What follows belongs to an exercise in optimizing a design on an open flow for small area, a short achievable clock period and few clock cycles per item; a production flow would make more cautious choices.
No functional check of the RTL was part of this run.
Power and IR drop assume default switching activity.

==> run.sh <==
#!/bin/bash
# synth_recipe.tcl (not shown) runs the flow's synth.tcl, then flattens the netlist and writes it again
# the make line also repeats each setting of config.mk as NAME=value (left out here)
make -C /OpenROAD-flow-scripts/flow DESIGN_CONFIG=/design/flow/config.mk WORK_HOME=/design/flow/orfs CLKGATE_MAP_FILE= SYNTH_SCRIPT=/design/flow/synth_recipe.tcl finish
==> config.mk <==
export PLATFORM = sky130hd
export DESIGN_NAME = r_type_core
export DESIGN_NICKNAME = r_type_core
export VERILOG_FILES = /design/flow/design.v
export SDC_FILE = /design/flow/constraint.sdc
export NUM_CORES = 4
export LEC_CHECK = 0
export CAP_MARGIN = 20
export CORE_MARGIN = 2
export CORE_UTILIZATION = 40
export SETUP_SLACK_MARGIN = 1.5
export SLEW_MARGIN = 20
export SYNTH_HIERARCHICAL = 1
==> constraint.sdc <==
create_clock -name core_clock -period 6.0 [get_ports {clk}]
set_input_delay 1.2000 -clock core_clock [delete_from_list [all_inputs] [get_ports {clk}]]
set_output_delay 1.2000 -clock core_clock [all_outputs]
set_load 0.01 [all_outputs]
==> design.v <==
package rv32_pkg;
   localparam int XLEN = 32;
   localparam int NREG = 32;
   localparam logic [6:0] OPC_RTYPE = 7'b0110011;
   localparam logic [6:0] F7_BASE   = 7'h00;
   localparam logic [6:0] F7_ALT    = 7'h20;
   localparam logic [2:0] F3_ADD_SUB = 3'd0;
   localparam logic [2:0] F3_SLL     = 3'd1;
   localparam logic [2:0] F3_SLT     = 3'd2;
   localparam logic [2:0] F3_SLTU    = 3'd3;
   localparam logic [2:0] F3_XOR     = 3'd4;
   localparam logic [2:0] F3_SRL_SRA = 3'd5;
   localparam logic [2:0] F3_OR      = 3'd6;
   localparam logic [2:0] F3_AND     = 3'd7;
   typedef enum logic [1:0] {
      IDLE = 2'd0,
      READ = 2'd1,
      EXEC = 2'd2,
      WB   = 2'd3
   } issue_state_t;
   typedef struct packed {
      logic [6:0] funct7;
      logic [4:0] rs2;
      logic [4:0] rs1;
      logic [2:0] funct3;
      logic [4:0] rd;
      logic [6:0] opcode;
   } rtype_fields_t;
   function automatic logic is_legal_rtype(input rtype_fields_t f);
      is_legal_rtype = (f.opcode == OPC_RTYPE) &&
             ((f.funct7 == F7_BASE) ||
              ((f.funct7 == F7_ALT) &&
               ((f.funct3 == F3_ADD_SUB) || (f.funct3 == F3_SRL_SRA))));
   endfunction
endpackage
module rv32_regfile (
   input  logic        clk,
   input  logic        rst_n,
   input  logic        we,
   input  logic [4:0]  waddr,
   input  logic [31:0] wdata,
   input  logic [31:1] rsel_a,
   output logic [31:0] rdata_a,
   input  logic [31:1] rsel_b,
   output logic [31:0] rdata_b
);
   logic [31:0] mem [1:31];
   logic [31:0] wdata_r;
   assign wdata_r = rst_n ? wdata : 32'd0;
   always_ff @(posedge clk) begin
      for (int i = 1; i < 32; i++) begin
         if (!rst_n || (we && (waddr == 5'(i)))) mem[i] <= wdata_r;
      end
   end
   always_comb begin
      rdata_a = '0;
      rdata_b = '0;
      for (int i = 1; i < 32; i++) begin
         rdata_a = rdata_a | ({32{rsel_a[i]}} & mem[i]);
         rdata_b = rdata_b | ({32{rsel_b[i]}} & mem[i]);
      end
   end
endmodule
module r_type_alu (
   input  logic [2:0]  funct3,
   input  logic        alt,       
   input  logic [31:0] in1,
   input  logic [31:0] in2,
   output logic [31:0] out
);
   logic        sub;
   logic [32:0] sum;
   logic        lt, ltu;
   logic [31:0] sh_in, sh_r, sh_rev;
   logic        fill;
   assign sub = alt || (funct3 == 3'd2) || (funct3 == 3'd3);
   assign sum = {1'b0, in1} + {1'b0, in2 ^ {32{sub}}} + {32'd0, sub};
   assign ltu = !sum[32];
   assign lt  = (in1[31] ^ in2[31]) ? in1[31] : sum[31];
   always_comb begin
      for (int i = 0; i < 32; i++) sh_in[i] = (funct3 == 3'd1) ? in1[31-i] : in1[i];
   end
   assign fill = alt && in1[31];
   assign sh_r = 32'($signed({fill, sh_in}) >>> in2[4:0]);
   always_comb begin
      for (int i = 0; i < 32; i++) sh_rev[i] = sh_r[31-i];
   end
   always_comb begin
      case (funct3)
         3'd0:    out = sum[31:0];
         3'd1:    out = sh_rev;
         3'd2:    out = {31'd0, lt};
         3'd3:    out = {31'd0, ltu};
         3'd4:    out = in1 ^ in2;
         3'd5:    out = sh_r;
         3'd6:    out = in1 | in2;
         default: out = in1 & in2;
      endcase
   end
endmodule
module r_type_issue (
   input  logic        clk,
   input  logic        rst_n,
   input  logic        instr_valid,
   input  logic [31:0] instr,
   output logic        instr_ready,
   input  logic        ld_valid,
   input  logic [4:0]  ld_addr,
   input  logic [31:0] ld_data,
   output logic [2:0]  alu_funct3,
   output logic        alu_alt,
   output logic [31:0] alu_in1,
   output logic [31:0] alu_in2,
   input  logic [31:0] alu_out,
   output logic        rf_we,
   output logic [4:0]  rf_waddr,
   output logic [31:0] rf_wdata,
   output logic [31:1] rf_rsel_a,
   output logic [31:1] rf_rsel_b,
   input  logic [31:0] rf_rdata_a,
   input  logic [31:0] rf_rdata_b,
   output logic        wb_valid,
   output logic [4:0]  wb_rd,
   output logic [31:0] wb_data,
   output logic        illegal,
   input  logic [4:0]  dbg_addr,
   output logic [31:0] dbg_data
);
   logic        acc_i, acc_l;
   logic        fwd_a_nx, fwd_b_nx;
   logic [31:1] dbg_sel;
   logic        rd_i, rd_l, rd_legal, rd_alt, fwd_a, fwd_b;
   logic [4:0]  rd_dst;
   logic [2:0]  rd_f3;
   logic [31:1] rs1_oh, rs2_oh;    
   logic [31:0] ld_q;
   logic        ex_i, ex_l, ex_legal, ex_alt;
   logic [4:0]  ex_dst;
   logic [2:0]  ex_f3;
   logic [31:0] op_a, op_b;
   logic        wb_v, ill_v;
   logic [4:0]  rd_q;
   logic [31:0] res_q;
   assign instr_ready = rst_n && !ex_l;
   assign acc_i = instr_ready && instr_valid;
   assign acc_l = instr_ready && ld_valid && !instr_valid;
   assign fwd_a_nx = acc_i && ((rd_i && rd_legal) || rd_l) && (rd_dst != 5'd0) &&
                     (rd_dst == instr[19:15]);
   assign fwd_b_nx = acc_i && ((rd_i && rd_legal) || rd_l) && (rd_dst != 5'd0) &&
                     (rd_dst == instr[24:20]);
   always_ff @(posedge clk) begin
      rd_i     <= acc_i;
      rd_l     <= acc_l;
      rd_legal <= rv32_pkg::is_legal_rtype(instr);
      rd_dst   <= acc_l ? ld_addr : instr[11:7];
      rd_f3    <= instr[14:12];
      rd_alt   <= instr[30];
      fwd_a    <= fwd_a_nx;
      fwd_b    <= fwd_b_nx;
      for (int i = 1; i < 32; i++) begin
         rs1_oh[i] <= acc_i && !fwd_a_nx && (instr[19:15] == 5'(i));
         rs2_oh[i] <= acc_i && !fwd_b_nx && (instr[24:20] == 5'(i));
      end
      ld_q     <= ld_data;
      ex_legal <= rd_legal;
      ex_dst   <= rd_dst;
      ex_f3    <= rd_l ? 3'd6 : rd_f3;    
      ex_alt   <= rd_alt;
      op_a     <= rf_rdata_a | ({32{fwd_a}} & alu_out) | ({32{rd_l}} & ld_q);
      op_b     <= rf_rdata_b | ({32{fwd_b}} & alu_out);
      rd_q     <= ex_dst;
      res_q    <= alu_out;
   end
   always_ff @(posedge clk) begin
      if (!rst_n) begin
         ex_i  <= 1'b0;
         ex_l  <= 1'b0;
         wb_v  <= 1'b0;
         ill_v <= 1'b0;
      end else begin
         ex_i  <= rd_i;
         ex_l  <= rd_l;
         wb_v  <= ex_i && ex_legal;
         ill_v <= ex_i && !ex_legal;
      end
   end
   always_comb begin
      for (int i = 1; i < 32; i++)
         dbg_sel[i] = !rd_i && !rd_l && (dbg_addr == 5'(i));
   end
   assign rf_rsel_a  = rs1_oh | dbg_sel;
   assign rf_rsel_b  = rs2_oh;
   assign rf_we      = (ex_i && ex_legal) || ex_l;
   assign rf_waddr   = ex_dst;
   assign rf_wdata   = alu_out;
   assign alu_funct3 = ex_f3;
   assign alu_alt    = ex_alt;
   assign alu_in1    = op_a;
   assign alu_in2    = op_b;
   assign wb_valid   = rst_n && wb_v;
   assign illegal    = rst_n && ill_v;
   assign wb_rd      = rd_q;
   assign wb_data    = res_q;
   assign dbg_data   = rf_rdata_a;
endmodule
module r_type_core (
   input  logic        clk,
   input  logic        rst_n,
   input  logic        instr_valid,
   input  logic [31:0] instr,
   output logic        instr_ready,
   input  logic        ld_valid,
   input  logic [4:0]  ld_addr,
   input  logic [31:0] ld_data,
   output logic        wb_valid,
   output logic [4:0]  wb_rd,
   output logic [31:0] wb_data,
   output logic        illegal,
   input  logic [4:0]  dbg_addr,
   output logic [31:0] dbg_data
);
   logic [2:0]  alu_funct3;
   logic        alu_alt;
   logic [31:0] alu_in1, alu_in2, alu_out;
   logic        rf_we;
   logic [4:0]  rf_waddr;
   logic [31:0] rf_wdata, rf_rdata_a, rf_rdata_b;
   logic [31:1] rf_rsel_a, rf_rsel_b;
   r_type_issue u_issue (
      .clk         (clk),
      .rst_n       (rst_n),
      .instr_valid (instr_valid),
      .instr       (instr),
      .instr_ready (instr_ready),
      .ld_valid    (ld_valid),
      .ld_addr     (ld_addr),
      .ld_data     (ld_data),
      .alu_funct3  (alu_funct3),
      .alu_alt     (alu_alt),
      .alu_in1     (alu_in1),
      .alu_in2     (alu_in2),
      .alu_out     (alu_out),
      .rf_we       (rf_we),
      .rf_waddr    (rf_waddr),
      .rf_wdata    (rf_wdata),
      .rf_rsel_a   (rf_rsel_a),
      .rf_rsel_b   (rf_rsel_b),
      .rf_rdata_a  (rf_rdata_a),
      .rf_rdata_b  (rf_rdata_b),
      .wb_valid    (wb_valid),
      .wb_rd       (wb_rd),
      .wb_data     (wb_data),
      .illegal     (illegal),
      .dbg_addr    (dbg_addr),
      .dbg_data    (dbg_data)
   );
   rv32_regfile u_regfile (
      .clk     (clk),
      .rst_n   (rst_n),
      .we      (rf_we),
      .waddr   (rf_waddr),
      .wdata   (rf_wdata),
      .rsel_a  (rf_rsel_a),
      .rdata_a (rf_rdata_a),
      .rsel_b  (rf_rsel_b),
      .rdata_b (rf_rdata_b)
   );
   r_type_alu u_alu (
      .funct3 (alu_funct3),
      .alt    (alu_alt),
      .in1    (alu_in1),
      .in2    (alu_in2),
      .out    (alu_out)
   );
endmodule
==> impl_results.md <==
* Critical path fanouts, max at 22
* Syn avg cell area at 13.4 um^2
* Wirelength per Cell at 38.2 um
* Clk_skew at 0.0462 ns
* Post-synth EDFFs at 992
* Sw Share at 29.0%
* Synth cell types at 80
* Port Buf Inserts at 149
* Yosys reg bits at 1,215
* Net switching power at 6690 uW
* Starting Density at 40.2%
* # Max-Cap Violations at 0
* Routed wire length at 237,000 um
* Antenna Nets Post-Route at 0
* Via density at 7.11
* Relative slew margins at 27.8%
* Placer Congestion at 0.970
* Die W at 373 um
* Worst slack at placement at 0.294 ns
* P per Cell Area at 350 nW/um^2
* Pwr Total at 23,100 uW
* TritonCTS Buffers at 117
* Max Slew Vio Count at 0
* Crit-path cells: buf_8 > nor3b_4 > buf_6 > nand2_4 > buf_6 > buf_4 > o21bai_4 > buf_12 > a22oi_2 > nand4_1 > or4_4 > buf_12 > buf_6
* Leading area contributor after synthesis: edfxtp_1
* First-pass GRT wire length at 321,000 um
* Slowest CP cell: or4_4
* Largest net degree at the start of global routing at 42
* DR iter-0 viols at 9,119
* Initial antenna violation count at 4
* Gr usage total at 32.6%
* Drt first pass iters at 10
* Worst setup margin at 1.20 ns
* Area Overhead vs Synth at 21.1%
* Cell repeated most along the worst path: buf_6
* Worst path max stage delay at 0.66 ns
* Core ar. at 135,000 um^2
* Die span in y at 373 um
* Gate power share at 17.8%
* HPWL Detailed at 133,000 um
* Die area at 139,000 um^2
* CTS tree: built
* # hold bufs at CTS at 0
* # H-tree levels at 3
* RSZ-0062 raised after global routing: true
* Fmax achieved at 0.208 GHz
* Mapped cell area at 54,400 um^2
* P_leak at 0.0236 uW
* Final setup viols at 0
* Cell Int Power at 16,400 uW
* Num ports at 150
* Fin crit share at 80.0%
* Buf+Inv Stages, Crit Path at 7
* Most used DFF post-synth: edfxtp_1
* Status: timing/DRC/antenna clean
* Worst hold path type: register to register
* CP Data Arrival Time at 3.60 ns
* Synth Warn # at 10
* Root Driver: clkbuf_16
* Max Buffers Root-to-Sink at 3
* # rows at 135
* Clock Latency Late Sink at 0.80 ns
* Fin util at 48.7%
* Clk slew on worst S/H paths at 0.07 ns
* Clk sink count at 1,215
* Via count at 44,057
* Worst EP required at 4.80 ns
* Final hold vios at 0
* Mapped Cells at 4,059
* Worst Setup Start Kind: primary input
* Worst vdd ir at 0.238 mV
* Clock power share at 34.4%
* Setup crit end kind: output port
* Syn Nets at 4,233
* Crit Path Class: primary input to output port
* Largest delay share family, worst path: simple AND/OR/NAND/NOR gates
* Fraction of layout instances using a drive strength above 1 at 20.9%
* Fin crit period at 4.80 ns
* Fin nets at 4,481
* Vias in the first global route at 41,490
* Area fraction of the dominant cell type after synthesis at 54.7%
* Area post-placement at 59,200 um^2
* Register area share after synthesis at 62.9%
* Residual DRC at 0
* Synth top area cells: edfxtp_1, a22oi_1, dfxtp_1
* Setup TNS at 0 ns
* Fillers at 11,463
* Sequential power share at 47.8%
* Ys async rst share at 0%
* Worst slew pin tran at 1.08 ns
* Final instance area at 66,000 um^2
* Total gr overflow at 0
## synthesized netlist by cell type (37+ instances only)
cell type,number
a21o_1,53
a21oi_1,104
a221o_1,37
a221oi_2,54
a222oi_1,66
a22o_1,71
a22oi_1,783
and2_1,42
buf_4,65
clkbuf_1,227
dfxtp_1,223
edfxtp_1,992
ha_1,95
inv_1,70
mux2i_1,43
nand2_1,106
nand3_1,158
nand4_1,134
nor2_1,87
nor3_1,73
o21ai_0,89
or4_1,64
xnor2_1,51
## sequential cells by signal, summed over array words and instances (netlist names), 3 cells and up
| name | cells |
|---|---|
| u_issue.ex_dst | 5 |
| u_issue.ld_q | 32 |
| u_issue.rs2_oh | 31 |
| u_regfile.mem | 992 |
| u_issue.rd_f3 | 3 |
| u_issue.rs1_oh | 31 |
| u_issue.ex_f3 | 3 |
| u_issue.op_b | 32 |
| u_issue.op_a | 32 |
| u_issue.rd_dst | 5 |
| u_issue.rd_q | 5 |
| u_issue.res_q | 32 |
## area by class of cell
| class | instances | area, um^2 | area share [%] |
|---|---|---|---|
| diodes | 6 | 15.0 | 0.0228 |
| clock buffers | 155 | 3340 | 5.06 |
| clock inverters | 66 | 816 | 1.24 |
| inverters | 74 | 278 | 0.421 |
| multi-input cells | 2429 | 19700 | 29.9 |
| flip-flops and latches | 1215 | 34300 | 52.0 |
| well taps | 1781 | 2230 | 3.38 |
| repair buffers | 470 | 5270 | 7.98 |
## path summary, 6_finish.rpt
| check | start | end | slack, ns | cells after the start |
|---|---|---|---|---|
| setup reg to reg | u_issue.ex_f3[1] | u_regfile.mem[31][26] | 1.62 | 16 |
| hold reg to reg | u_issue.rd_alt | u_issue.ex_alt | 0.33 | 0 |
| setup / recovery | dbg_addr[4] | dbg_data[13] | 1.20 | 13 |
| hold / removal | u_issue.rd_alt | u_issue.ex_alt | 0.33 | 0 |
## repair_timing
action / in CTS / in global routing
setup endpoints to repair: 823 / 766
gates cloned: 17 / 6
pin swaps: 126 / 77
setup buffers: 55 / 38
resized for setup: 359 / 85
## metrics by stage
stage | std cells | hold WS [ns]
6_report | 6196 | 0.330
5_1_grt | 6190 | 0.341
4_1_cts | 6143 | 0.334
3_5_place_dp | 5850 | 0.318
3_3_place_gp | 5847 | 0.316
2_1_floorplan | 4059 | 0.310
## modules after synthesis (local to each module, per instance), a selection
module	flip-flops and latches	copies in the design	area [um^2]	cells
rv32_regfile	992	1	40800	2546
r_type_issue	223	1	6860	570
r_type_alu	0	1	6810	943
## placed cells by master (no fill, tap or decap), types with 16 or more instances in the layout
master           netlist  final
or4_1                 64     32
a221oi_2              54     54
clkdlybuf4s50_1        0    111
nand4_1              134    134
nand2_1              106     99
a221oi_1              18     17
clkbuf_8               0     16
buf_4                 65    216
a222oi_1              66     66
o21ai_4                0     31
nor2_1                87     83
mux2i_1               43     39
clkinv_1               3     22
buf_6                  9     54
nor3_1                73     69
o211ai_1              18     18
dfxtp_2                0     30
a21o_1                53     48
mux4_2                36     36
dfxtp_1              223    193
clkbuf_16              0    125
and2_1                42     22
buf_12                 0     60
a22oi_2                0     59
a221o_1               37     37
ha_1                  95     93
a22o_1                71     69
clkbuf_1             227     17
o21ai_0               89     54
clkinv_2               0     19
a22oi_1              783    724
nand3_1              158    155
or4_4                  0     32
xnor2_1               51     50
o21bai_4               0     18
edfxtp_1             992    992
a21oi_1              104    100
inv_1                 70     70
## cell families (layout without fill, tap and decap cells)
group	count (synthesis)	count (layout)	share of synthesized area, %
xor gates and xnor gates	66	66	1.06
buffers and inverters	418	765	3.50
other	0	6	0
muxes	88	88	2.47
DFF	1215	1215	62.9
and+or+nand+nor	756	759	7.59
adders and majority gates	96	96	2.22
AOI/OAI and AO/OA	1420	1420	20.2
## per-layer routing
layer | part of all wire [%] | routed length (um) | vias to the layer above | GRT usage, %
li1 | - | - | 17245 | -
met1 | 35 | 83100 | 21770 | 41.2
met2 | 43 | 102000 | 4125 | 48.5
met3 | 14 | 34300 | 913 | 10.2
met4 | 7.3 | 17200 | 4 | 20.2
met5 | 0.023 | 54 | - | 0
## power groups by stage
stage                     clock [uW]  sequential, uW  combinational (uW)
final                           7950           11000                4100
after global routing            8310           11100                4250
after CTS                       7960           11000                3850
after detailed placement           0           11200                3680
after global placement             0           11100                3680
after floorplan                    0           11000                2070

-- separate check: timing with driven ports --
The flow's constraints put no driver on any port. The routed layout listed below was extracted and timed again, unchanged, in two steps.
Step 1 sets driving cells, clkbuf_16 on the clock port and buf_2 on the other inputs (assumed; they add their load-dependent delay and slew).
Step 2 also shifts input and output timing later by t, the mid clock arrival at the registers, as if the neighbouring blocks saw the same clock.
a / b / c = ideal ports / drivers / drivers and shift; a / b = the first two.
t (ns): 0.860
setup slack, ns: 1.199 / 1.160 / 1.160
worst setup path at the end: input to output
After both steps this run still meets setup and hold. For this run, drivers alone change the setup slack by -0.039 ns; drivers and shift together by -0.039 ns.
